This is an optimization exercise on Yosys and OpenROAD, whose aim is small area, a short achievable clock period and few clock cycles, not a production implementation. No functional check of the RTL was part of any run shown here.

## flow/design.v (module list and top-level ports; edited modules follow where they fit)
// module renderStateRegs: 42 lines
// module surfaceControl: 99 lines
// module closestHit: 45 lines
// module axisMul: 2730 lines
// module surfaceUnit: 244 lines
module surfaceUnit #(
    parameter int FRAC_BITS   = 16,
    parameter int CHECKER_BIT = 18
) (
    input  logic        clk,
    input  logic        resetn,
    input  logic        addInput,
    input  surfacePkg::fixedT       rayOrigX,
    input  surfacePkg::fixedT       rayOrigY,
    input  surfacePkg::fixedT       rayOrigZ,
    input  surfacePkg::fixedT       rayDirX,
    input  surfacePkg::fixedT       rayDirY,
    input  surfacePkg::fixedT       rayDirZ,
    input  surfacePkg::pixelT       pixelX,
    input  surfacePkg::pixelT       pixelY,
    input  surfacePkg::bounceT      bounceLevel,
    input  surfacePkg::colorT       lastColor,
    output logic        fifoFull,
    output logic        rayStart,
    input  logic        hitValid,
    input  surfacePkg::fixedT       hitT,
    input  surfacePkg::primIndexT   hitPrim,
    input  surfacePkg::surfaceTypeT hitSurface,
    input  surfacePkg::colorT       hitColor,
    input  logic        candDone,
    input  logic        outputFull,
    output logic        valid,
    output surfacePkg::colorT       outColor,
    output surfacePkg::surfaceTypeT outSurface,
    output surfacePkg::primIndexT   outPrim,
    output surfacePkg::fixedT       hitPosX,
    output surfacePkg::fixedT       hitPosY,
    output surfacePkg::fixedT       hitPosZ,
    output surfacePkg::fixedT       shadowDirX,
    output surfacePkg::fixedT       shadowDirY,
    output surfacePkg::fixedT       shadowDirZ,
    output surfacePkg::pixelT       outPixelX,
    output surfacePkg::pixelT       outPixelY,
    output surfacePkg::bounceT      outBounce,
    output surfacePkg::colorT       outLastColor,
    input  logic        cfgWrite,
    input  surfacePkg::cfgAddrT     cfgAddr,
    input  logic [31:0] cfgData
);
  // ...
==> flow/flow/run.sh <==
#!/bin/bash
# Standard layout, with timing repair aiming for extra setup slack
# (the clock period and constraints are the design's, unchanged).
set -o pipefail
cp standard.sh standard_sh_copy.log 2>/dev/null
export SETUP_SLACK_MARGIN=7
bash standard.sh > standard_flow.log 2>&1
==> flow/standard.sh <==
#!/bin/bash
# synth_recipe.tcl (not shown) runs the flow's synth.tcl, then flattens the netlist and writes it again
# the make line also repeats each setting of config.mk as NAME=value (left out here)
make -C /OpenROAD-flow-scripts/flow DESIGN_CONFIG=/design/flow/config.mk WORK_HOME=/design/flow/orfs CLKGATE_MAP_FILE= SYNTH_SCRIPT=/design/flow/synth_recipe.tcl "${@:-finish}"
==> flow/config.mk <==
export PLATFORM = sky130hd
export DESIGN_NAME = surfaceUnit
export DESIGN_NICKNAME = surfaceUnit
export VERILOG_FILES = /design/flow/design.v
export SDC_FILE = /design/flow/constraint.sdc
export NUM_CORES = 4
export LEC_CHECK = 0
export ABC_CLOCK_PERIOD_IN_PS = 3000
export CAP_MARGIN = 20
export CORE_MARGIN = 2
export CORE_UTILIZATION = 40
export PLACE_DENSITY = 0.6
export SLEW_MARGIN = 20
==> flow/constraint.sdc <==
create_clock -name core_clock -period 11.0 [get_ports {clk}]
set_input_delay 2.2000 -clock core_clock [delete_from_list [all_inputs] [get_ports {clk}]]
set_output_delay 2.2000 -clock core_clock [all_outputs]
set_load 0.01 [all_outputs]
==> reports/metrics.cfg, run 1 <==
[cells_and_area]
drive_gt1_share_pct=14.6
nClkBuffers=205
layout.non_clock_buffers=818
fin_util_pct=49.7

[yosys]
count_of_state_elements_after_synthesis=1436
postSynthCellCount=4715

[critical_path]
critical_path.top_delay_family=compound AO/OA/AOI/OAI gates
crit_path_max_fanout=8
worst-path-buf-inv=5
regToRegSetupSlack_ps=7000
worst_setup_path_startpoint=hitT[8]

[die]
die_h_um=414
rows=150

[outcome]
status=complete, no violations

[place]
final_weighted_congestion_in_routability_driven_placement=0.850

[global_route]
grt_util_all_layers_pct=23.5

[cts]
ctsLongestPathBuffers=3
ctsResizeCount=293
cts_tree=built
worst_skew_pair.late_latency_ps=820

[timing]
slew_headroom_pct=21.6
fin_crit_ps=4080
hold_violations=0
final_max_slew_viols=0

[route]
drt-vias-per-instance=5.40

==> module closestHit, before the edit <==
module closestHit (
    input  logic        clk,
    input  logic        resetn,
    input  logic        hitValid,
    input  surfacePkg::fixedT       hitT,
    input  surfacePkg::primIndexT   hitPrim,
    input  surfacePkg::surfaceTypeT hitSurface,
    input  surfacePkg::colorT       hitColor,
    input  logic        capture,
    output surfacePkg::fixedT       finT,
    output surfacePkg::surfaceTypeT finSurface,
    output surfacePkg::primIndexT   finPrim,
    output surfacePkg::colorT       finColor
);
    surfacePkg::fixedT       bestT;
    surfacePkg::surfaceTypeT bestSurface;
    surfacePkg::primIndexT   bestPrim;
    surfacePkg::colorT       bestColor;
    logic closer;
    assign closer = hitValid && (hitSurface != surfacePkg::stNone) && (hitT < bestT);
    assign finT       = closer ? hitT       : bestT;
    assign finSurface = closer ? hitSurface : bestSurface;
    assign finPrim    = closer ? hitPrim    : bestPrim;
    assign finColor   = closer ? hitColor   : bestColor;
    always_ff @(posedge clk or negedge resetn) begin
        if (!resetn) begin
            bestT       <= surfacePkg::FIXED_MAX;
            bestSurface <= surfacePkg::stNone;
            bestPrim    <= '0;
        end else if (capture) begin
            bestT       <= surfacePkg::FIXED_MAX;
            bestSurface <= surfacePkg::stNone;
            bestPrim    <= '0;
        end else if (closer) begin
            bestT       <= hitT;
            bestSurface <= hitSurface;
            bestPrim    <= hitPrim;
        end
    end
    always_ff @(posedge clk) begin
        if (closer) begin
            bestColor <= hitColor;
        end
    end
endmodule
==> module surfaceUnit, before the edit <==
module surfaceUnit #(
    parameter int FRAC_BITS   = 16,
    parameter int CHECKER_BIT = 18
) (
    input  logic        clk,
    input  logic        resetn,
    input  logic        addInput,
    input  surfacePkg::fixedT       rayOrigX,
    input  surfacePkg::fixedT       rayOrigY,
    input  surfacePkg::fixedT       rayOrigZ,
    input  surfacePkg::fixedT       rayDirX,
    input  surfacePkg::fixedT       rayDirY,
    input  surfacePkg::fixedT       rayDirZ,
    input  surfacePkg::pixelT       pixelX,
    input  surfacePkg::pixelT       pixelY,
    input  surfacePkg::bounceT      bounceLevel,
    input  surfacePkg::colorT       lastColor,
    output logic        fifoFull,
    output logic        rayStart,
    input  logic        hitValid,
    input  surfacePkg::fixedT       hitT,
    input  surfacePkg::primIndexT   hitPrim,
    input  surfacePkg::surfaceTypeT hitSurface,
    input  surfacePkg::colorT       hitColor,
    input  logic        candDone,
    input  logic        outputFull,
    output logic        valid,
    output surfacePkg::colorT       outColor,
    output surfacePkg::surfaceTypeT outSurface,
    output surfacePkg::primIndexT   outPrim,
    output surfacePkg::fixedT       hitPosX,
    output surfacePkg::fixedT       hitPosY,
    output surfacePkg::fixedT       hitPosZ,
    output surfacePkg::fixedT       shadowDirX,
    output surfacePkg::fixedT       shadowDirY,
    output surfacePkg::fixedT       shadowDirZ,
    output surfacePkg::pixelT       outPixelX,
    output surfacePkg::pixelT       outPixelY,
    output surfacePkg::bounceT      outBounce,
    output surfacePkg::colorT       outLastColor,
    input  logic        cfgWrite,
    input  surfacePkg::cfgAddrT     cfgAddr,
    input  logic [31:0] cfgData
);
    surfacePkg::colorT       clearColor;
    surfacePkg::primIndexT   groundPrim;
    surfacePkg::fixedT       bufOrigX, bufOrigY, bufOrigZ;
    surfacePkg::fixedT       bufDirX, bufDirY, bufDirZ;
    surfacePkg::pixelT       bufPixelX, bufPixelY;
    surfacePkg::bounceT      bufBounce;
    surfacePkg::colorT       bufLastColor;
    surfacePkg::fixedT       finT;
    surfacePkg::surfaceTypeT finSurface;
    surfacePkg::primIndexT   finPrim;
    surfacePkg::colorT       finColor;
    logic surfFinish;
    logic trackerOk;
    logic capture;
    logic resultPend;      
    logic       bkFull;
    logic [1:0] bkAxis;    
    logic       bkGo;
    logic       bkIssue;
    logic       bkWaiting;
    logic       bkFree;
    logic [15:0]             bkNeg, bkOne, bkTwo;    
    logic [15:0]             finNeg, finOne, finTwo;
    surfacePkg::fixedT       bkOrigX, bkOrigY;
    surfacePkg::fixedT       bkDirX, bkDirY;
    surfacePkg::surfaceTypeT bkSurface;
    surfacePkg::primIndexT   bkPrim;
    surfacePkg::colorT       bkColor;
    surfacePkg::pixelT       bkPixelX, bkPixelY;
    surfacePkg::bounceT      bkBounce;
    surfacePkg::colorT       bkLastColor;
    surfacePkg::fixedT       mulDir, mulOrig, mulRes;
    logic       resValid;                     
    logic [1:0] resAxis;                      
    logic       lastAxisRes;                  
    logic       recPend;                      
    logic       recHeld;
    logic       darkSquare;
    renderStateRegs i_renderState (
        .clk        (clk),
        .resetn     (resetn),
        .cfgWrite   (cfgWrite),
        .cfgAddr    (cfgAddr),
        .cfgData    (cfgData),
        .clearColor (clearColor),
        .lightDirX  (shadowDirX),
        .lightDirY  (shadowDirY),
        .lightDirZ  (shadowDirZ),
        .groundPrim (groundPrim)
    );
    surfaceControl i_control (
        .clk          (clk),
        .resetn       (resetn),
        .addInput     (addInput),
        .rayOrigX     (rayOrigX),
        .rayOrigY     (rayOrigY),
        .rayOrigZ     (rayOrigZ),
        .rayDirX      (rayDirX),
        .rayDirY      (rayDirY),
        .rayDirZ      (rayDirZ),
        .pixelX       (pixelX),
        .pixelY       (pixelY),
        .bounceLevel  (bounceLevel),
        .lastColor    (lastColor),
        .candDone     (candDone),
        .capture      (capture),
        .trackerOk    (trackerOk),
        .fifoFull     (fifoFull),
        .rayStart     (rayStart),
        .bufOrigX     (bufOrigX),
        .bufOrigY     (bufOrigY),
        .bufOrigZ     (bufOrigZ),
        .bufDirX      (bufDirX),
        .bufDirY      (bufDirY),
        .bufDirZ      (bufDirZ),
        .bufPixelX    (bufPixelX),
        .bufPixelY    (bufPixelY),
        .bufBounce    (bufBounce),
        .bufLastColor (bufLastColor),
        .surfFinish   (surfFinish)
    );
    closestHit i_closestHit (
        .clk        (clk),
        .resetn     (resetn),
        .hitValid   (hitValid),
        .hitT       (hitT),
        .hitPrim    (hitPrim),
        .hitSurface (hitSurface),
        .hitColor   (hitColor),
        .capture    (capture),
        .finT       (finT),
        .finSurface (finSurface),
        .finPrim    (finPrim),
        .finColor   (finColor)
    );
    assign bkWaiting = bkFull && (bkAxis == 2'd0);
    assign bkFree    = !bkFull || (bkAxis == 2'd2);
    assign capture   = (surfFinish || resultPend) && bkFree;
    assign recHeld = (recPend && !valid) || lastAxisRes;
    assign bkGo    = bkWaiting && (!outputFull || !recHeld);
    assign bkIssue = bkGo || (bkFull && (bkAxis != 2'd0));
    assign trackerOk = !(surfFinish || resultPend) || bkFree || (bkFull && (bkAxis == 2'd1));
    always_ff @(posedge clk or negedge resetn) begin
        if (!resetn) begin
            resultPend  <= 1'b0;
            bkFull      <= 1'b0;
            bkAxis      <= 2'd0;
            resValid    <= 1'b0;
            resAxis     <= 2'd0;
            recPend     <= 1'b0;
            valid       <= 1'b0;
        end else begin
            resultPend <= (surfFinish || resultPend) && !capture;
            if (capture) begin
                bkFull <= 1'b1;
                bkAxis <= 2'd0;
            end else if (bkIssue) begin
                bkAxis <= (bkAxis == 2'd2) ? 2'd0 : bkAxis + 2'd1;
                if (bkAxis == 2'd2) begin
                    bkFull <= 1'b0;
                end
            end
            resValid    <= bkIssue;
            resAxis     <= bkAxis;
            recPend     <= lastAxisRes || (recPend && !valid);
            valid       <= (lastAxisRes || (recPend && !valid)) && !outputFull;
        end
    end
    always_ff @(posedge clk) begin
        if (capture) begin
            bkNeg       <= finNeg;
            bkOne       <= finOne;
            bkTwo       <= finTwo;
            bkSurface   <= finSurface;
            bkPrim      <= finPrim;
            bkColor     <= (finSurface != surfacePkg::stNone) ? finColor : clearColor;
            bkOrigX     <= bufOrigX;
            bkOrigY     <= bufOrigY;
            bkDirX      <= bufDirX;
            bkDirY      <= bufDirY;
            bkPixelX    <= bufPixelX;
            bkPixelY    <= bufPixelY;
            bkBounce    <= bufBounce;
            bkLastColor <= bufLastColor;
        end
    end
    always_comb begin
        for (int i = 0; i < 16; i++) begin
            finNeg[i] = finT[2*i+1];
            finOne[i] = finT[2*i] ^ ((i == 0) ? 1'b0 : finT[2*i-1]);
            finTwo[i] = (finT[2*i+1] && !finT[2*i] && !((i == 0) ? 1'b0 : finT[2*i-1])) ||
                        (!finT[2*i+1] && finT[2*i] && ((i == 0) ? 1'b0 : finT[2*i-1]));
        end
    end
    always_ff @(posedge clk) begin
        if (capture) begin
            mulDir  <= bufDirZ;
            mulOrig <= bufOrigZ;
        end else if (bkIssue) begin
            mulDir  <= (bkAxis == 2'd0) ? bkDirX : bkDirY;
            mulOrig <= (bkAxis == 2'd0) ? bkOrigX : bkOrigY;
        end
    end
    axisMul i_mul (
        .clk  (clk),
        .bNeg (bkNeg),
        .bOne (bkOne),
        .bTwo (bkTwo),
        .d   (mulDir),
        .o   (mulOrig),
        .res (mulRes)
    );
    assign lastAxisRes = resValid && (resAxis == 2'd2);
    assign darkSquare = (outSurface != surfacePkg::stNone) && (outPrim == groundPrim) &&
                        (hitPosX[CHECKER_BIT] != hitPosZ[CHECKER_BIT]);
    always_ff @(posedge clk) begin
        if (bkFull && (bkAxis == 2'd2)) begin
            outColor     <= bkColor;
            outSurface   <= bkSurface;
            outPrim      <= bkPrim;
            outPixelX    <= bkPixelX;
            outPixelY    <= bkPixelY;
            outBounce    <= bkBounce;
            outLastColor <= bkLastColor;
        end
        if (resValid && (resAxis == 2'd0)) begin
            hitPosZ <= mulRes;
        end
        if (resValid && (resAxis == 2'd1)) begin
            hitPosX <= mulRes;
        end
        if (lastAxisRes) begin
            hitPosY <= mulRes;
            if (darkSquare) begin
                outColor <= {1'b0, outColor[23:17], 1'b0, outColor[15:9],
                             1'b0, outColor[7:1]};
            end
        end
    end
endmodule
==> inputs of run 2 (changes only) <==
--- a/flow/design.v
+++ b/flow/design.v
@@ -169,50 +169,72 @@
 module closestHit (
     input  logic        clk,
     input  logic        resetn,
     input  logic        hitValid,
     input  surfacePkg::fixedT       hitT,
     input  surfacePkg::primIndexT   hitPrim,
     input  surfacePkg::surfaceTypeT hitSurface,
     input  surfacePkg::colorT       hitColor,
+    input  logic        candDone,
     input  logic        capture,
+    output logic        candDoneR,
     output surfacePkg::fixedT       finT,
     output surfacePkg::surfaceTypeT finSurface,
     output surfacePkg::primIndexT   finPrim,
     output surfacePkg::colorT       finColor
 );
+    logic                    candHitR;
+    surfacePkg::fixedT       candTR;
+    surfacePkg::primIndexT   candPrimR;
+    surfacePkg::surfaceTypeT candSurfR;
+    surfacePkg::colorT       candColorR;
     surfacePkg::fixedT       bestT;
     surfacePkg::surfaceTypeT bestSurface;
     surfacePkg::primIndexT   bestPrim;
     surfacePkg::colorT       bestColor;
     logic closer;
-    assign closer = hitValid && (hitSurface != surfacePkg::stNone) && (hitT < bestT);
-    assign finT       = closer ? hitT       : bestT;
-    assign finSurface = closer ? hitSurface : bestSurface;
-    assign finPrim    = closer ? hitPrim    : bestPrim;
-    assign finColor   = closer ? hitColor   : bestColor;
+    always_ff @(posedge clk or negedge resetn) begin
+        if (!resetn) begin
+            candHitR  <= 1'b0;
+            candDoneR <= 1'b0;
+        end else begin
+            candHitR  <= hitValid && (hitSurface != surfacePkg::stNone);
+            candDoneR <= candDone;
+        end
+    end
+    always_ff @(posedge clk) begin
+        candTR     <= hitT;
+        candPrimR  <= hitPrim;
+        candSurfR  <= hitSurface;
+        candColorR <= hitColor;
+    end
+    assign closer = candHitR && (candTR < bestT);
+    assign finT       = closer ? candTR     : bestT;
+    assign finSurface = closer ? candSurfR  : bestSurface;
+    assign finPrim    = closer ? candPrimR  : bestPrim;
+    assign finColor   = closer ? candColorR : bestColor;
     always_ff @(posedge clk or negedge resetn) begin
         if (!resetn) begin
             bestT       <= surfacePkg::FIXED_MAX;
             bestSurface <= surfacePkg::stNone;
             bestPrim    <= '0;
         end else if (capture) begin
             bestT       <= surfacePkg::FIXED_MAX;
             bestSurface <= surfacePkg::stNone;
             bestPrim    <= '0;
         end else if (closer) begin
-            bestT       <= hitT;
-            bestSurface <= hitSurface;
-            bestPrim    <= hitPrim;
+            bestT       <= candTR;
+            bestSurface <= candSurfR;
+            bestPrim    <= candPrimR;
         end
     end
     always_ff @(posedge clk) begin
         if (closer) begin
-            bestColor <= hitColor;
+            bestColor <= candColorR;
         end
     end
 endmodule
 module axisMul (
     input  logic        clk,
     input  logic [15:0] bNeg,
     input  logic [15:0] bOne,
     input  logic [15:0] bTwo,
@@ -1312,16 +1334,111 @@
     wire s1090;
     wire c1091;
     wire s1092;
     wire c1093;
     wire s1094;
     wire c1095;
     wire s1096;
     wire c1097;
+    logic r1098;
+    logic r1099;
+    logic r1100;
+    logic r1101;
+    logic r1102;
+    logic r1103;
+    logic r1104;
+    logic r1105;
+    logic r1106;
+    logic r1107;
+    logic r1108;
+    logic r1109;
+    logic r1110;
+    logic r1111;
+    logic r1112;
+    logic r1113;
+    logic r1114;
+    logic r1115;
+    logic r1116;
+    logic r1117;
+    logic r1118;
+    logic r1119;
+    logic r1120;
+    logic r1121;
+    logic r1122;
+    logic r1123;
+    logic r1124;
+    logic r1125;
+    logic r1126;
+    logic r1127;
+    logic r1128;
+    logic r1129;
+    logic r1130;
+    logic r1131;
+    logic r1132;
+    logic r1133;
+    logic r1134;
+    logic r1135;
+    logic r1136;
+    logic r1137;
+    logic r1138;
+    logic r1139;
+    logic r1140;
+    logic r1141;
+    logic r1142;
+    logic r1143;
+    logic r1144;
+    logic r1145;
+    logic r1146;
+    logic r1147;
+    logic r1148;
+    logic r1149;
+    logic r1150;
+    logic r1151;
+    logic r1152;
+    logic r1153;
+    logic r1154;
+    logic r1155;
+    logic r1156;
+    logic r1157;
+    logic r1158;
+    logic r1159;
+    logic r1160;
+    logic r1161;
+    logic r1162;
+    logic r1163;
+    logic r1164;
+    logic r1165;
+    logic r1166;
+    logic r1167;
+    logic r1168;
+    logic r1169;
+    logic r1170;
+    logic r1171;
+    logic r1172;
+    logic r1173;
+    logic r1174;
+    logic r1175;
+    logic r1176;
+    logic r1177;
+    logic r1178;
+    logic r1179;
+    logic r1180;
+    logic r1181;
+    logic r1182;
+    logic r1183;
+    logic r1184;
+    logic r1185;
+    logic r1186;
+    logic r1187;
+    logic r1188;
+    logic r1189;
+    logic r1190;
+    logic r1191;
+    logic r1192;
     wire neg0 = bNeg[0];
     wire one0 = bOne[0];
     wire two0 = bTwo[0];
     wire pp0_0 = neg0 ^ (one0 & d[0]);
     wire pp0_1 = neg0 ^ ((one0 & d[1]) | (two0 & d[0]));
     wire pp0_2 = neg0 ^ ((one0 & d[2]) | (two0 & d[1]));
     wire pp0_3 = neg0 ^ ((one0 & d[3]) | (two0 & d[2]));
     wire pp0_4 = neg0 ^ ((one0 & d[4]) | (two0 & d[3]));
@@ -2930,19 +3047,114 @@
         r910 <= s727;
         r911 <= s729;
         r912 <= c724;
         r913 <= c726;
         r914 <= s731;
         r915 <= s733;
         r916 <= c728;
         r917 <= c730;
+        r1098 <= r735;
+        r1099 <= r736;
+        r1100 <= r737;
+        r1101 <= s1006;
+        r1102 <= r740;
+        r1103 <= s1008;
+        r1104 <= c1007;
+        r1105 <= s1010;
+        r1106 <= c1009;
+        r1107 <= s1012;
+        r1108 <= c1011;
+        r1109 <= s1014;
+        r1110 <= c1013;
+        r1111 <= s1016;
+        r1112 <= c1015;
+        r1113 <= s1018;
+        r1114 <= c1017;
+        r1115 <= s1020;
+        r1116 <= c1019;
+        r1117 <= s1022;
+        r1118 <= c1021;
+        r1119 <= s1024;
+        r1120 <= c1023;
+        r1121 <= s1026;
+        r1122 <= c1025;
+        r1123 <= s1028;
+        r1124 <= c1027;
+        r1125 <= s1030;
+        r1126 <= c1029;
+        r1127 <= s1032;
+        r1128 <= c1031;
+        r1129 <= s1034;
+        r1130 <= c1033;
+        r1131 <= s1036;
+        r1132 <= c1035;
+        r1133 <= s1038;
+        r1134 <= c1037;
+        r1135 <= s1040;
+        r1136 <= c1039;
+        r1137 <= s1042;
+        r1138 <= c1041;
+        r1139 <= s1044;
+        r1140 <= c1043;
+        r1141 <= s1046;
+        r1142 <= c1045;
+        r1143 <= s1048;
+        r1144 <= c1047;
+        r1145 <= s1050;
+        r1146 <= c1049;
+        r1147 <= s1052;
+        r1148 <= c1051;
+        r1149 <= s1054;
+        r1150 <= c1053;
+        r1151 <= s1056;
+        r1152 <= c1055;
+        r1153 <= s1058;
+        r1154 <= c1057;
+        r1155 <= s1060;
+        r1156 <= c1059;
+        r1157 <= s1062;
+        r1158 <= c1061;
+        r1159 <= s1064;
+        r1160 <= c1063;
+        r1161 <= s1066;
+        r1162 <= c1065;
+        r1163 <= s1068;
+        r1164 <= c1067;
+        r1165 <= s1070;
+        r1166 <= c1069;
+        r1167 <= s1072;
+        r1168 <= c1071;
+        r1169 <= s1074;
+        r1170 <= c1073;
+        r1171 <= s1076;
+        r1172 <= c1075;
+        r1173 <= s1078;
+        r1174 <= c1077;
+        r1175 <= s1080;
+        r1176 <= c1079;
+        r1177 <= s1082;
+        r1178 <= c1081;
+        r1179 <= s1084;
+        r1180 <= c1083;
+        r1181 <= s1086;
+        r1182 <= c1085;
+        r1183 <= s1088;
+        r1184 <= c1087;
+        r1185 <= s1090;
+        r1186 <= c1089;
+        r1187 <= s1092;
+        r1188 <= c1091;
+        r1189 <= s1094;
+        r1190 <= c1093;
+        r1191 <= s1096;
+        r1192 <= c1095;
     end
-    wire [47:0] rowA = {s1096, s1094, s1092, s1090, s1088, s1086, s1084, s1082, s1080, s1078, s1076, s1074, s1072, s1070, s1068, s1066, s1064, s1062, s1060, s1058, s1056, s1054, s1052, s1050, s1048, s1046, s1044, s1042, s1040, s1038, s1036, s1034, s1032, s1030, s1028, s1026, s1024, s1022, s1020, s1018, s1016, s1014, s1012, s1010, s1008, s1006, r737, r735};
-    wire [47:0] rowB = {c1095, c1093, c1091, c1089, c1087, c1085, c1083, c1081, c1079, c1077, c1075, c1073, c1071, c1069, c1067, c1065, c1063, c1061, c1059, c1057, c1055, c1053, c1051, c1049, c1047, c1045, c1043, c1041, c1039, c1037, c1035, c1033, c1031, c1029, c1027, c1025, c1023, c1021, c1019, c1017, c1015, c1013, c1011, c1009, c1007, r740, 1'b0, r736};
+    wire [47:0] rowA = {r1191, r1189, r1187, r1185, r1183, r1181, r1179, r1177, r1175, r1173, r1171, r1169, r1167, r1165, r1163, r1161, r1159, r1157, r1155, r1153, r1151, r1149, r1147, r1145, r1143, r1141, r1139, r1137, r1135, r1133, r1131, r1129, r1127, r1125, r1123, r1121, r1119, r1117, r1115, r1113, r1111, r1109, r1107, r1105, r1103, r1101, r1100, r1098};
+    wire [47:0] rowB = {r1192, r1190, r1188, r1186, r1184, r1182, r1180, r1178, r1176, r1174, r1172, r1170, r1168, r1166, r1164, r1162, r1160, r1158, r1156, r1154, r1152, r1150, r1148, r1146, r1144, r1142, r1140, r1138, r1136, r1134, r1132, r1130, r1128, r1126, r1124, r1122, r1120, r1118, r1116, r1114, r1112, r1110, r1108, r1106, r1104, r1102, 1'b0, r1099};
     wire [47:0] sum = rowA + rowB;
     assign res = sum[47:16];
 endmodule
 `timescale 1ns/1ns
 module surfaceUnit #(
     parameter int FRAC_BITS   = 16,
     parameter int CHECKER_BIT = 18
 ) (
@@ -2988,16 +3200,17 @@
 );
     surfacePkg::colorT       clearColor;
     surfacePkg::primIndexT   groundPrim;
     surfacePkg::fixedT       bufOrigX, bufOrigY, bufOrigZ;
     surfacePkg::fixedT       bufDirX, bufDirY, bufDirZ;
     surfacePkg::pixelT       bufPixelX, bufPixelY;
     surfacePkg::bounceT      bufBounce;
     surfacePkg::colorT       bufLastColor;
+    logic                    candDoneR;
     surfacePkg::fixedT       finT;
     surfacePkg::surfaceTypeT finSurface;
     surfacePkg::primIndexT   finPrim;
     surfacePkg::colorT       finColor;
     logic surfFinish;
     logic trackerOk;
     logic capture;
     logic resultPend;      
@@ -3013,16 +3226,18 @@
     surfacePkg::fixedT       bkDirX, bkDirY;
     surfacePkg::surfaceTypeT bkSurface;
     surfacePkg::primIndexT   bkPrim;
     surfacePkg::colorT       bkColor;
     surfacePkg::pixelT       bkPixelX, bkPixelY;
     surfacePkg::bounceT      bkBounce;
     surfacePkg::colorT       bkLastColor;
     surfacePkg::fixedT       mulDir, mulOrig, mulRes;
+    logic       midValid;                     
+    logic [1:0] midAxis;
     logic       resValid;                     
     logic [1:0] resAxis;                      
     logic       lastAxisRes;                  
     logic       recPend;                      
     logic       recHeld;
     logic       darkSquare;
     renderStateRegs i_renderState (
         .clk        (clk),
@@ -3070,51 +3285,59 @@
     closestHit i_closestHit (
         .clk        (clk),
         .resetn     (resetn),
         .hitValid   (hitValid),
         .hitT       (hitT),
         .hitPrim    (hitPrim),
         .hitSurface (hitSurface),
         .hitColor   (hitColor),
+        .candDone   (candDone),
         .capture    (capture),
+        .candDoneR  (candDoneR),
         .finT       (finT),
         .finSurface (finSurface),
         .finPrim    (finPrim),
         .finColor   (finColor)
     );
     assign bkWaiting = bkFull && (bkAxis == 2'd0);
     assign bkFree    = !bkFull || (bkAxis == 2'd2);
-    assign capture   = (surfFinish || resultPend) && bkFree;
+    assign capture   = (candDoneR || resultPend) && bkFree;
     assign recHeld = (recPend && !valid) || lastAxisRes;
-    assign bkGo    = bkWaiting && (!outputFull || !recHeld);
+    assign bkGo    = bkWaiting && (!outputFull || !recHeld) &&
+                     !(midValid && (midAxis == 2'd2));
     assign bkIssue = bkGo || (bkFull && (bkAxis != 2'd0));
-    assign trackerOk = !(surfFinish || resultPend) || bkFree || (bkFull && (bkAxis == 2'd1));
+    assign trackerOk = !(surfFinish && (candDoneR || resultPend)) &&
+                       !((surfFinish || candDoneR || resultPend) && bkWaiting && !bkGo);
     always_ff @(posedge clk or negedge resetn) begin
         if (!resetn) begin
             resultPend  <= 1'b0;
             bkFull      <= 1'b0;
             bkAxis      <= 2'd0;
+            midValid    <= 1'b0;
+            midAxis     <= 2'd0;
             resValid    <= 1'b0;
             resAxis     <= 2'd0;
             recPend     <= 1'b0;
             valid       <= 1'b0;
         end else begin
-            resultPend <= (surfFinish || resultPend) && !capture;
+            resultPend <= (candDoneR || resultPend) && !capture;
             if (capture) begin
                 bkFull <= 1'b1;
                 bkAxis <= 2'd0;
             end else if (bkIssue) begin
                 bkAxis <= (bkAxis == 2'd2) ? 2'd0 : bkAxis + 2'd1;
                 if (bkAxis == 2'd2) begin
                     bkFull <= 1'b0;
                 end
             end
-            resValid    <= bkIssue;
-            resAxis     <= bkAxis;
+            midValid    <= bkIssue;
+            midAxis     <= bkAxis;
+            resValid    <= midValid;
+            resAxis     <= midAxis;
             recPend     <= lastAxisRes || (recPend && !valid);
             valid       <= (lastAxisRes || (recPend && !valid)) && !outputFull;
         end
     end
     always_ff @(posedge clk) begin
         if (capture) begin
             bkNeg       <= finNeg;
             bkOne       <= finOne;
==> flow/flow/run.sh (replaced) <==
#!/bin/bash
# Standard layout, with timing repair aiming for extra setup slack
# (the clock period and constraints are the design's, unchanged).
set -o pipefail
cp standard.sh standard_sh_copy.log 2>/dev/null
export SETUP_SLACK_MARGIN=7
# Port buffers: the smallest plain buffer instead of the default pick
export BUFFER_PORTS_ARGS="-buffer_cell sky130_fd_sc_hd__buf_1"
bash standard.sh > standard_flow.log 2>&1
==> run 2 against run 1 <==
Flip-flop and latch count rose by 170. Largest cell class unchanged. Cell count rose by 3.9%. Synthesized cell count rose by 4.4%. Die area rose by 5.8%. Sequential share of layout area rose by 5.0 points. Global-route usage fell by 2.8 points. Count of clock-buffer cells in the layout rose by 15. Cell area fell by 1.6%. Hold slack got worse by 80 ps.
==> reports/metrics.cfg, run 2 <==
[cells_and_area]
multi_input_logic_area_mm2=0.0254  ; was 0.0264 mm^2
drive_gt1_share_pct=11.1  ; was 14.6%
syn_to_final_growth_pct=14.8  ; was 23.5%
layout.area.seq_mm2=0.0433  ; was 0.0399 mm^2
layout.cells.most_common_list=sky130_fd_sc_hd__edfxtp_1, sky130_fd_sc_hd__buf_1, sky130_fd_sc_hd__a22oi_1  ; was sky130_fd_sc_hd__edfxtp_1, sky130_fd_sc_hd__clkdlybuf4s50_1, sky130_fd_sc_hd__a22oi_1
final_cell_count_no_fill=8022  ; was 7,723
mostFrequentLayoutCell=sky130_fd_sc_hd__edfxtp_1  ; unchanged
finished_layout_cell_area_mm2=0.0818  ; was 0.0831 mm^2
finish.net_count=6419  ; was 6,252
fill_cells=15600  ; was 14.4k

[worst_hold_path]
hold_class=flip-flop to flip-flop  ; unchanged
min-delay-start=i_mul.r740$_DFF_P_  ; was i_control.bufPixelY[7]$_DFFE_PP_

[timing]
setup_slack_ps=7110  ; was 6920 ps
achievable-frequency_mhz=257  ; was 245 MHz
final.setup.tns_ps=0  ; unchanged
slew_headroom_pct=31.8  ; was 21.6%
worst_clock_skew_ps=75.7  ; was 49.3 ps
final_max_slew_viols=0  ; unchanged
hold_violations=0  ; unchanged
share_of_the_clock_period_used_by_the_worst_path_pct=35.3  ; was 37.1%
fin_crit_ps=3890  ; was 4080 ps
worst-slew-pin-transition_ps=1020  ; was 1170 ps
final-setup-viol-count=0  ; unchanged
grt_setup_unrepaired=true  ; unchanged
worst_hold_slack_across_all_endpoints_ps=327  ; was 407 ps

[place]
final_weighted_congestion_in_routability_driven_placement=0.876  ; was 0.850
post-place-ws_ps=6630  ; was 4040 ps
numPlacedInstances=7707  ; was 7,350
hpwl_mm=123  ; was 133 mm
io_buffers=656  ; unchanged
placed_cell_area_mm2=0.0763  ; was 0.0767 mm^2

[route]
met2RoutedLength_mm=88.8  ; was 96.9 mm
highest_layer=met5  ; unchanged
drt-vias-per-instance=5.21  ; was 5.40
met3RoutedLength_mm=15.4  ; was 18.2 mm
drc=0  ; unchanged
drt.antenna.violating_nets=0  ; unchanged
drt_wl_total_mm=187  ; was 204 mm
via_count=41800  ; was 41.7k
drt_first_iter_violations=3777  ; was 3,218
avgRoutedWirePerCell_um=23.4  ; was 26.5 um
m1WireLength_mm=76.0  ; was 79.5 mm
drt_pre_antenna_iters=6  ; unchanged

[cts]
clk_pin_slew_ps=60  ; about the same
clock_sinks=1606  ; was 1,436
root_buffer=sky130_fd_sc_hd__clkbuf_16  ; unchanged
cts_tree=built  ; unchanged
ctsLongestPathBuffers=3  ; unchanged
cts_max_level=4  ; unchanged
worst_skew_pair.late_latency_ps=850  ; was 820 ps
hold_fix_buffers_cts=0  ; unchanged
cts-buffers-inserted=164  ; was 154

[critical_path]
critPathCaptureType=flip-flop  ; unchanged
dominant_cell_type_by_count_on_the_critical_path=sky130_fd_sc_hd__fa_1  ; was sky130_fd_sc_hd__buf_6
crit_required_ps=11690  ; was 11,510 ps
critical_path.startpoint_type=flip-flop  ; was input pin
cp_data_arrival_time_ps=4570  ; was 4600 ps
crit_path_max_fanout=28  ; was 8
worst_setup_path_startpoint=bkNeg[5]$_DFFE_PP_  ; was hitT[8]
worstPathCellList=buf_4, xor2_1, fa_1, fa_1, inv_1, fa_1, fa_1  ; was buf_2, ha_1, a21o_1, a21oi_1, nor2b_1, o21ai_1, o2111ai_2, a311o_2, buf_6, a21oi_4, nor2_4, buf_6, buf_6, buf_12, mux2i_2
crit_slowest_cell=sky130_fd_sc_hd__fa_1  ; was sky130_fd_sc_hd__a311o_2
timing_worst_setup_path_type=flip-flop to flip-flop  ; was input pin to flip-flop
slowest_delay_ps=690  ; was 380 ps
r2r_start=bkNeg[5]$_DFFE_PP_  ; was i_mul.r884$_DFF_P_

[yosys]
synth.yosys.seq_area_share_pct=60.8  ; was 59.3%
yosys.area.top_type_share_pct=42.7  ; was 45.2%
mappedNetlistNets=5806  ; was 5,597
netlist.top_cell.by_area=sky130_fd_sc_hd__edfxtp_1  ; unchanged
async_flop_share_pct=12.3  ; was 13.4%
synth_area_mm2=0.0712  ; was 0.0673 mm^2
yosysMostFrequentCell=sky130_fd_sc_hd__edfxtp_1  ; unchanged
post_synth_num_cell_types=69  ; was 79
synthTopCellsByArea=sky130_fd_sc_hd__edfxtp_1, sky130_fd_sc_hd__dfxtp_1, sky130_fd_sc_hd__fa_1  ; was sky130_fd_sc_hd__edfxtp_1, sky130_fd_sc_hd__fa_1, sky130_fd_sc_hd__dfxtp_1
synth-edff-count=1012  ; unchanged
mean_instance_size_in_the_synthesized_netlist_um2=14.5  ; was 14.3 um^2
dominantRegCellSynth=sky130_fd_sc_hd__edfxtp_1  ; unchanged
ys_warn_count=5  ; unchanged
synthTopCellsByCount=sky130_fd_sc_hd__edfxtp_1, sky130_fd_sc_hd__a22oi_1, sky130_fd_sc_hd__dfxtp_1  ; was sky130_fd_sc_hd__edfxtp_1, sky130_fd_sc_hd__a22oi_1, sky130_fd_sc_hd__fa_1
count_of_state_elements_after_synthesis=1606  ; was 1,436
postSynthCellCount=4924  ; was 4,715

[global_route]
grt_pass1_wl_mm=279  ; was 296 mm
via_count_of_the_first_global_routing_pass=43400  ; about the same
globalRouteOverflowTotal=0  ; unchanged
grt_util_all_layers_pct=20.7  ; was 23.5%
grt_antenna_before_repair=32  ; was 67
grt_max_degree=152  ; was 160

[die]
die_w_um=426  ; was 414 um
rows=154  ; was 150
initial_utilization_pct=40.3  ; was 40.2%
fp.coreArea_mm2=0.176  ; was 0.167 mm^2
floorplan.io_pins=657  ; unchanged
die-area_mm2=0.181  ; was 0.172 mm^2
die_h_um=426  ; was 414 um

[outcome]
status=complete, no violations  ; unchanged

[flow_run]
max_cap_violations=0  ; unchanged

-- run 2: cell count changes after synthesis, sizes merged, moves of 24 or more --
cell,previous run,this run
o21ai,157,122
mux2,162,191
mux2i,108,68
nand3,103,12
inv,281,349
a21oi,144,80
dfxtp,231,396
or3,0,24
o221a,0,24
-- run 2: final timing paths --
path | to | slack (ps) | depth (start not counted)
worst max-delay path | i_mul.r838$_DFF_P_ | 7110 | 7
worst min-delay path | i_mul.r1102$_DFF_P_ | 330 | 0
worst max register to register | i_mul.r838$_DFF_P_ | 7110 | 7
worst min register to register | i_mul.r1102$_DFF_P_ | 330 | 0
max in group asynchronous | i_renderState.lightDirZ[19]$_DFFE_PN0P_ | 7910 | 2
min in group asynchronous | bkFull$_DFFE_PN0P_ | 1550 | 1
-- run 2: logic make-up after synthesis --
| family | count (synthesis) | share of synthesized area (%) |
|---|---|---|
| DFF | 1606 | 60.8 |
| AOI/OAI and AO/OA | 838 | 8.25 |
| buffers and inverters | 672 | 3.65 |
| xor gates and xnor gates | 563 | 6.92 |
| adders and majority gates | 518 | 13.2 |
| and+or+nand+nor | 468 | 3.02 |
| muxes | 259 | 4.09 |
-- run 2: worst max-delay path, delay by kind of cell (launching register included) --
| family | cells | cell delay, ps |
|---|---|---|
| adders and majority gates | 4 | 2110 |
| DFF | 1 | 640 |
| buffers and inverters | 2 | 660 |
| xor gates and xnor gates | 1 | 250 |
-- run 2: cell type report --
class                           instances  area share [%]
Clock inverter                         77           0.967
Tap cell                             2340            3.58
Timing Repair Buffer                  769            4.16
Clock buffer                          220            5.56
Multi-Input combinational cell       2647            31.1
Antenna cell                           14          0.0428
Inverter                              349            1.62
Sequential cell                      1606            53.0
-- run 2: routing by layer --
layer  global-route usage (%)  vias up
met5                    0.106        -
met1                     26.4    21000
met3                     5.76      467
met2                     33.0     1743
li1                         -    18600
met4                     8.89       26
-- run 2: metrics by stage --
step / util [%]
CTS: 46.3
detailed placement: 43.2
floorplan: -
global route: 46.3
finish: 46.3
global placement: 43.2
-- run 2: timing repair --
item	CTS	global route
setup endpoints to repair	127	50
gates cloned	1	0
buffers inserted	0	1
gates resized for setup	5	4
==> inputs of run 3 (changes only) <==
==> flow/flow/run.sh (replaced) <==
#!/bin/bash
# Standard layout, with timing repair aiming for extra setup slack
# (the clock period and constraints are the design's, unchanged).
set -o pipefail
cp standard.sh standard_sh_copy.log 2>/dev/null
export SETUP_SLACK_MARGIN=7.6
# Port buffers: the smallest plain buffer instead of the default pick
export BUFFER_PORTS_ARGS="-buffer_cell sky130_fd_sc_hd__buf_1"
bash standard.sh > standard_flow.log 2>&1
==> run 3 against run 2 <==
Still clean. Cell area rose by 6.5%. Worst setup slack improved by 250 ps. Via count rose by 3.9%. Global-route usage rose by 0.73 points. Hold slack barely moved. Critical endpoint is now outBounce[3]. Largest cell class unchanged.
==> reports/metrics.cfg, run 3 <==
[place]
io_buffers=656  ; unchanged
final_weighted_congestion_in_routability_driven_placement=0.867  ; was 0.876
placed_cell_area_mm2=0.0763  ; about the same
hpwl_mm=124  ; was 123 mm

[cells_and_area]
mostFrequentLayoutCell=sky130_fd_sc_hd__edfxtp_1  ; unchanged
multi_input_logic_area_mm2=0.0262  ; was 0.0254 mm^2
drive_gt1_share_pct=21.7  ; was 11.1%
layout.area.seq_mm2=0.0434  ; was 0.0433 mm^2
finished_layout_cell_area_mm2=0.0871  ; was 0.0818 mm^2
layout.cells.most_common_list=sky130_fd_sc_hd__edfxtp_1, sky130_fd_sc_hd__buf_1, sky130_fd_sc_hd__fa_1  ; was sky130_fd_sc_hd__edfxtp_1, sky130_fd_sc_hd__buf_1, sky130_fd_sc_hd__a22oi_1
finish.net_count=6633  ; was 6,419
syn_to_final_growth_pct=22.2  ; was 14.8%
fill_cells=15200  ; was 15.6k

[yosys]
synth_area_mm2=0.0712  ; unchanged
dominantRegCellSynth=sky130_fd_sc_hd__edfxtp_1  ; unchanged
synthesized_area_fraction_occupied_by_and_or_nand_nor_cells_pct=3.02  ; unchanged
synth-adder-area-share_pct=13.2  ; unchanged
ys_warn_count=5  ; unchanged
netlist.top_cell.by_area=sky130_fd_sc_hd__edfxtp_1  ; unchanged
synth.yosys.seq_area_share_pct=60.8  ; unchanged
yosysMostFrequentCell=sky130_fd_sc_hd__edfxtp_1  ; unchanged
synthMuxAreaShare_pct=4.09  ; unchanged
synthTopCellsByArea=sky130_fd_sc_hd__edfxtp_1, sky130_fd_sc_hd__dfxtp_1, sky130_fd_sc_hd__fa_1  ; unchanged
synth-edff-count=1012  ; unchanged
post_synth_xor_area_fraction_pct=6.92  ; unchanged
synthTopCellsByCount=sky130_fd_sc_hd__edfxtp_1, sky130_fd_sc_hd__a22oi_1, sky130_fd_sc_hd__dfxtp_1  ; unchanged
mappedNetlistNets=5806  ; unchanged
mean_instance_size_in_the_synthesized_netlist_um2=14.5  ; unchanged
async_flop_share_pct=12.3  ; unchanged
synth_compound_gate_area_share_pct=8.25  ; unchanged
yosys.area.top_type_share_pct=42.7  ; unchanged
post_synth_num_cell_types=69  ; unchanged
count_of_state_elements_after_synthesis=1606  ; unchanged
dominant_combinational_cell_family_by_area_after_synthesis=adder cells  ; unchanged
postSynthCellCount=4924  ; unchanged

[route]
drc=0  ; unchanged
avgRoutedWirePerCell_um=24.5  ; was 23.4 um
via_count=43500  ; was 41.8k
drt.antenna.violating_nets=0  ; unchanged
drt_first_iter_violations=3818  ; was 3,777
drt_wl_total_mm=203  ; was 187 mm
drt_pre_antenna_iters=8  ; was 6
drt-vias-per-instance=5.26  ; was 5.21

[worst_hold_path]
worstHoldPathCells=0  ; unchanged
hold_class=flip-flop to flip-flop  ; unchanged
min_delay_worst_endpoint=i_mul.r1098$_DFF_P_  ; was i_mul.r1102$_DFF_P_
min-delay-start=i_mul.r735$_DFF_P_  ; was i_mul.r740$_DFF_P_

[timing]
share_of_the_clock_period_used_by_the_worst_path_pct=33.1  ; was 35.3%
worst_clock_skew_ps=84.5  ; was 75.7 ps
worst-slew-pin-transition_ps=1050  ; was 1020 ps
hold_violations=0  ; unchanged
fin_crit_ps=3640  ; was 3890 ps
slew_headroom_pct=29.8  ; was 31.8%
achievable-frequency_mhz=275  ; was 257 MHz
grt_setup_unrepaired=true  ; unchanged
final_max_slew_viols=0  ; unchanged
worst_hold_slack_across_all_endpoints_ps=327  ; about the same
final-setup-viol-count=0  ; unchanged

[die]
die_h_um=426  ; unchanged
fp.coreArea_mm2=0.176  ; unchanged
die-area_mm2=0.181  ; unchanged
floorplan.io_pins=657  ; unchanged
rows=154  ; unchanged
die_w_um=426  ; unchanged
initial_utilization_pct=40.3  ; unchanged

[cts]
clock_sinks=1606  ; unchanged
ctsLongestPathBuffers=3  ; unchanged
cts_max_level=4  ; unchanged
clk_pin_slew_ps=60  ; about the same
worst_skew_pair.late_latency_ps=840  ; was 850 ps
cts_tree=built  ; unchanged
cts-buffers-inserted=168  ; was 164
root_buffer=sky130_fd_sc_hd__clkbuf_16  ; unchanged

[flow_run]
max_cap_violations=0  ; unchanged

[global_route]
via_count_of_the_first_global_routing_pass=44600  ; was 43.4k
grt_antenna_before_repair=48  ; was 32
grt_pass1_wl_mm=287  ; was 279 mm
grt_util_all_layers_pct=21.4  ; was 20.7%
grt_max_degree=160  ; was 152
globalRouteOverflowTotal=0  ; unchanged

[critical_path]
critical_path.top_delay_family=flip-flops  ; was adder cells
cp_data_arrival_time_ps=1440  ; was 4570 ps
regToRegSetupSlack_ps=7510  ; was 7110 ps
r2r_start=mulDir[21]$_DFFE_PP_  ; was bkNeg[5]$_DFFE_PP_
critPathCaptureType=output port  ; was flip-flop
crit_path_max_fanout=1  ; was 28
timing_worst_setup_path_type=flip-flop to output port  ; was flip-flop to flip-flop
rr_endpoint=i_mul.r838$_DFF_P_  ; unchanged
crit_required_ps=8800  ; was 11,690 ps
crit_slowest_cell=sky130_fd_sc_hd__edfxtp_1  ; was sky130_fd_sc_hd__fa_1
slowest_delay_ps=460  ; was 690 ps
worst-path-buf-inv=1  ; was 2
worst_r2r_path_depth=9  ; was 7
worstPathCellList=buf_6  ; was buf_4, xor2_1, fa_1, fa_1, inv_1, fa_1, fa_1
critical_path.startpoint_type=flip-flop  ; unchanged

[outcome]
status=complete, no violations  ; unchanged

==> run 3: cell counts after synthesis <==
No cell type changed its count.
==> run 3: worst max-delay path by stage <==
stage / from / end / slack, ps / cells past startpoint
after floorplan: i_control.inFull$_DFFE_PN0P_ / i_control.bufBounce[0]$_DFFE_PP_ / -6710 / 2
after global placement: i_closestHit.bestT[21]$_DFF_PN1_ / bkColor[19]$_DFFE_PP_ / 6680 / 11
after detailed placement: i_closestHit.bestT[17]$_DFF_PN1_ / bkColor[13]$_DFFE_PP_ / 6630 / 11
after CTS: outBounce[3]$_DFFE_PP_ / outBounce[3] / 7260 / 1
after global routing: outBounce[3]$_DFFE_PP_ / outBounce[3] / 7270 / 1
final: outBounce[3]$_DFFE_PP_ / outBounce[3] / 7360 / 1
==> run 3: logic make-up (layout without fill, tap and decap cells) <==
kind of cell | count (synthesis) | count (layout)
buffers and inverters | 672 | 1641
flip-flops | 1606 | 1606
AND/OR/NAND/NOR | 468 | 468
XOR/XNOR | 563 | 563
other | 0 | 26
AO/OA/AOI/OAI | 838 | 838
adder cells (fa/ha/maj) | 518 | 518
multiplexers | 259 | 260
==> run 3: metrics by stage <==
stage / worst slack, ps / std cells / utilization, % / TNS [ps]
after floorplan: -6710 / 4924 / - / -1691840
after global placement: 6680 / 7705 / 43.2 / 0
after detailed placement: 6630 / 7705 / 43.2 / 0
after CTS: 7260 / 8119 / 47.8 / 0
after global routing: 7270 / 8258 / 49.3 / 0
final: 7360 / 8260 / 49.3 / 0
==> run 3: repair_timing <==
item                                   4_1_cts  5_1_grt
pin swaps                                   19       92
resized for setup                          383      358
buffers inserted                            87       87
setup endpoints to repair                  745      610
cloned                                      14       27
endpoints found under the hold margin        0        0
hold buffers                                 0        0
==> run 3: layout make-up <==
type                            count  share of cell area, %
Clock buffer                      218                   5.37
Tap cell                         2340                   3.36
Multi-Input combinational cell   2647                   30.1
Sequential cell                  1606                   49.8
Timing Repair Buffer              979                   8.55
Inverter                          349                   1.54
Antenna cell                       26                 0.0747
Clock inverter                     95                   1.22
==> run 3: metal layers <==
layer / share of wire [%] / global-route usage, % / vias up
met5: 0.11 / 0 / -
met4: 5.2 / 10.7 / 32
met3: 9.5 / 6.39 / 621
met2: 46 / 33.7 / 2094
met1: 39 / 26.9 / 21700
li1: - / - / 19100

-- separate check: timing with driven ports --
No port has a modelled driver above. Below, the same layouts with a new extraction and two added sets of constraints. Step 1: set_driving_cell puts a clkbuf_16 on clk and a buf_2 on each other input, an assumption about the parent block. Step 2 also shifts input and output timing later by t, the mid clock arrival at the registers, as if the neighbouring blocks saw the same clock. Slacks: no drivers / after step 1 / after step 2; pairs: no drivers / after step 1.
run	t (ns)	setup WS [ns]	hold slack, ns	worst setup path after step 2	worst data-port slew with drivers (ns)
run 1	0.893	6.917 / 6.967 / 6.075	0.407 / 0.407 / 0.407	input to register	0.17
run 2	0.904	7.114 / 7.114 / 6.828	0.327 / 0.327 / 0.327	input to register	0.16
run 3	0.889	7.359 / 7.273 / 6.986	0.327 / 0.327 / 0.327	input to register	0.16
After both steps every run listed still meets setup and hold. The setup slack of run 1, which loses most, moves by +0.050 ns with the drivers and by -0.842 ns with both steps.
